This design comes from an exercise in tuning for small area on the open sky130 flow, not from production work.
Only simulation tests tie the RTL to the original design; equivalence was not proved.
Power and IR drop assume default switching activity. No driver is modelled on the clock port, so clocking that relies on it looks cheaper here than on a real chip.

==> build 27 <==
==> flow/design.v <==
module vec_dot_loader #(
  parameter int unsigned EXP_WIDTH = 8,
  parameter int unsigned MAN_WIDTH = 23,
  parameter int          BIAS      = -127,
  parameter int unsigned VEC_SIZE  = 17,
  localparam int unsigned FloatWidth = 1 + EXP_WIDTH + MAN_WIDTH,
  localparam int unsigned VecWidth   = VEC_SIZE * FloatWidth,
  localparam int unsigned CountWidth = $clog2(VEC_SIZE + 1),
  localparam int unsigned IdxWidth   = (VEC_SIZE > 1) ? $clog2(VEC_SIZE) : 1
) (
  input  logic                  clk_i,
  input  logic                  rst_ni,
  input  logic                  in_valid_i,
  output logic                  in_ready_o,
  input  logic [FloatWidth-1:0] in_lhs_i,
  input  logic [FloatWidth-1:0] in_rhs_i,
  input  logic                  in_last_i,
  output logic                  out_valid_o,
  input  logic                  out_ready_i,
  output logic [VecWidth-1:0]   out_lhs_o,
  output logic [VecWidth-1:0]   out_rhs_o,
  output logic [CountWidth-1:0] out_count_o
);
  if (BIAS > 0) begin : g_bias_positive
  end
  logic [VecWidth-1:0]   lhs0_nq, lhs1_nq, rhs0_nq, rhs1_nq;
  logic [CountWidth-1:0] cnt0_q, cnt1_q, cnt0_d, cnt1_d;
  logic [1:0]            full_q, full_d;
  logic                  wr_bank_q, rd_bank_q, rd_bank_d;
  logic [IdxWidth-1:0]   wr_idx_q;
  logic [VEC_SIZE-1:0]   nm0_q, nm1_q, nm0_d, nm1_d;
  logic accept, release_bank, finish;
  logic sel0, sel1, sel0_d, sel1_d;
  assign in_ready_o   = ~full_q[wr_bank_q];
  assign out_valid_o  = full_q[rd_bank_q];
  assign accept       = in_valid_i & in_ready_o;
  assign release_bank = out_valid_o & out_ready_i;
  assign finish       = accept & (in_last_i | (wr_idx_q == IdxWidth'(VEC_SIZE - 1)));
  assign sel0 = full_q[0] & ~rd_bank_q;
  assign sel1 = full_q[1] &  rd_bank_q;
  assign out_count_o = ({CountWidth{sel0}} & cnt0_q) | ({CountWidth{sel1}} & cnt1_q);
  always_comb begin
    full_d = full_q;
    if (finish)       full_d[wr_bank_q] = 1'b1;
    if (release_bank) full_d[rd_bank_q] = 1'b0;
    rd_bank_d = rd_bank_q ^ release_bank;
    cnt0_d = (finish & ~wr_bank_q) ? CountWidth'(wr_idx_q) + CountWidth'(1) : cnt0_q;
    cnt1_d = (finish &  wr_bank_q) ? CountWidth'(wr_idx_q) + CountWidth'(1) : cnt1_q;
    sel0_d = full_d[0] & ~rd_bank_d;
    sel1_d = full_d[1] &  rd_bank_d;
    for (int i = 0; i < int'(VEC_SIZE); i++) begin
      nm0_d[i] = ~(sel0_d & (cnt0_d > CountWidth'(i)));
      nm1_d[i] = ~(sel1_d & (cnt1_d > CountWidth'(i)));
    end
  end
  for (genvar i = 0; i < int'(VEC_SIZE); i++) begin : g_elem
    logic we0, we1;
    assign we0 = accept & ~wr_bank_q & (wr_idx_q == IdxWidth'(i));
    assign we1 = accept &  wr_bank_q & (wr_idx_q == IdxWidth'(i));
    assign out_lhs_o[i*FloatWidth +: FloatWidth] =
        ~((lhs0_nq[i*FloatWidth +: FloatWidth] | {FloatWidth{nm0_q[i]}}) &
          (lhs1_nq[i*FloatWidth +: FloatWidth] | {FloatWidth{nm1_q[i]}}));
    assign out_rhs_o[i*FloatWidth +: FloatWidth] =
        ~((rhs0_nq[i*FloatWidth +: FloatWidth] | {FloatWidth{nm0_q[i]}}) &
          (rhs1_nq[i*FloatWidth +: FloatWidth] | {FloatWidth{nm1_q[i]}}));
    always_ff @(posedge clk_i) begin
      if (we0) begin
        lhs0_nq[i*FloatWidth +: FloatWidth] <= ~in_lhs_i;
        rhs0_nq[i*FloatWidth +: FloatWidth] <= ~in_rhs_i;
      end
      if (we1) begin
        lhs1_nq[i*FloatWidth +: FloatWidth] <= ~in_lhs_i;
        rhs1_nq[i*FloatWidth +: FloatWidth] <= ~in_rhs_i;
      end
    end
  end
  always_ff @(posedge clk_i) begin
    cnt0_q <= cnt0_d;
    cnt1_q <= cnt1_d;
  end
  always_ff @(posedge clk_i or negedge rst_ni) begin
    if (!rst_ni) begin
      full_q    <= '0;
      wr_bank_q <= 1'b0;
      rd_bank_q <= 1'b0;
      wr_idx_q  <= '0;
      nm0_q     <= '1;
      nm1_q     <= '1;
    end else begin
      full_q    <= full_d;
      rd_bank_q <= rd_bank_d;
      nm0_q     <= nm0_d;
      nm1_q     <= nm1_d;
      if (finish)       wr_bank_q <= ~wr_bank_q;
      if (finish)       wr_idx_q  <= '0;
      else if (accept)  wr_idx_q  <= wr_idx_q + IdxWidth'(1);
    end
  end
endmodule
==> flow/flow/run.sh <==
#!/bin/bash
# Standard ORFS layout, with the port buffers made of the smallest buffer and a
# clock tree of small clock buffers without dummy loads.
set -euo pipefail
export BUFFER_PORTS_ARGS="-buffer_cell sky130_fd_sc_hd__buf_1"
export CTS_ARGS="-sink_clustering_enable -repair_clock_nets -dont_use_dummy_load -buf_list {sky130_fd_sc_hd__clkbuf_4 sky130_fd_sc_hd__clkbuf_8 sky130_fd_sc_hd__clkbuf_16} -sink_clustering_size 30 -sink_clustering_max_diameter 100"
bash standard.sh > standard.log 2>&1
==> flow/standard.sh <==
#!/bin/bash
# synth_recipe.tcl (not shown) runs the flow's synth.tcl, then flattens the netlist and writes it again
# the make line also repeats each setting of config.mk as NAME=value (left out here)
make -C /OpenROAD-flow-scripts/flow DESIGN_CONFIG=/design/flow/config.mk WORK_HOME=/design/flow/orfs CLKGATE_MAP_FILE= SYNTH_SCRIPT=/design/flow/synth_recipe.tcl "${@:-finish}"
==> flow/config.mk <==
export PLATFORM = sky130hd
export DESIGN_NAME = vec_dot_loader
export DESIGN_NICKNAME = vec_dot_loader
export VERILOG_FILES = /design/flow/design.v
export SDC_FILE = /design/flow/constraint.sdc
export NUM_CORES = 4
export LEC_CHECK = 0
export ABC_AREA = 1
export CAP_MARGIN = 20
export CORE_MARGIN = 2
export CORE_UTILIZATION = 65
export SLEW_MARGIN = 20
==> flow/constraint.sdc <==
create_clock -name core_clock -period 6.0 [get_ports {clk_i}]
set_input_delay 1.2000 -clock core_clock [delete_from_list [all_inputs] [get_ports {clk_i}]]
set_output_delay 1.2000 -clock core_clock [all_outputs]
set_load 0.01 [all_outputs]
==> inputs of trial 35, as changes to build 27 <==
- CAP_MARGIN: 20 -> 0
- GPL_ROUTABILITY_DRIVEN: not set -> 0
- GPL_TIMING_DRIVEN: not set -> 0
- SLEW_MARGIN: 20 -> 0
==> inputs of build 8, as changes to build 27 <==
- CAP_MARGIN: 20 -> 0
- CORE_UTILIZATION: 65 -> 80
- PLACE_DENSITY: not set -> 0.85
- SLEW_MARGIN: 20 -> 0
==> comparison table <==
|  | trial 35 | build 8 | build 27 |
|---|---|---|---|
| Total congestion overflow | 0 | - | 0 |
| Maximum fanout along the worst path | 10 | - | 64 |
| Signal buf overhead | 0.0875 | - | 0.0656 |
| Status | failed layout checks | stopped before the end | timing/DRC/antenna clean |
| Stage where the flow stopped | - | I/O pin placement (3_2_place_iop) | - |
| Reasons for failing layout checks | capacitance limit, slew limit | - | - |
| Setup slack at placement | 1620 ps | - | 1560 ps |
| Detail Route met2 WL | 121000 µm | - | 121000 µm |
| Antenna diodes | 4 | - | 5 |
| Maximum clock frequency | 0.220 GHz | - | 0.247 GHz |
| Maximum root-to-sink buffer count | 3 | - | 3 |
| Final non-filler cell area | 87000 µm² | - | 85100 µm² |
| Initial antenna violation count | 16 | - | 4 |
| Switch Pwr | 0.0130 W | - | 0.0129 W |
| Detailed-routed wire length on met3 | 34200 µm | - | 33400 µm |
| Placement Cell Area | 84700 µm² | - | 82900 µm² |

==> what the ideal ports hide <==
How much do the figures lean on ideal ports? The routed layouts below were timed once more, with nothing changed but the port constraints. Step 1: set_driving_cell puts a clkbuf_16 on clk_i and a buf_2 on each other input, an assumption about the parent block. Step 2, shift: input delay + t, output delay - t, t = (earliest + latest rising clock arrival at the registers) / 2. This alone moves slack from input paths to output paths. a / b / c = ideal ports / drivers / drivers and shift; a / b = the first two.
| run | shift t [ns] | setup WS [ns] | worst hold slack (ns) | cell pins on the clock port's net |
|---|---|---|---|---|
| build 27 | 0.779 | 1.951 / 1.868 / 1.523 | 0.508 / 0.508 / 0.508 | 1 |
| trial 35 | 0.776 | 1.456 / 1.372 / 1.455 | 0.427 / 0.458 / 0.530 | 1 |
The setup slack of build 27, which loses most, moves by -0.083 ns with the drivers and by -0.428 ns with both steps.
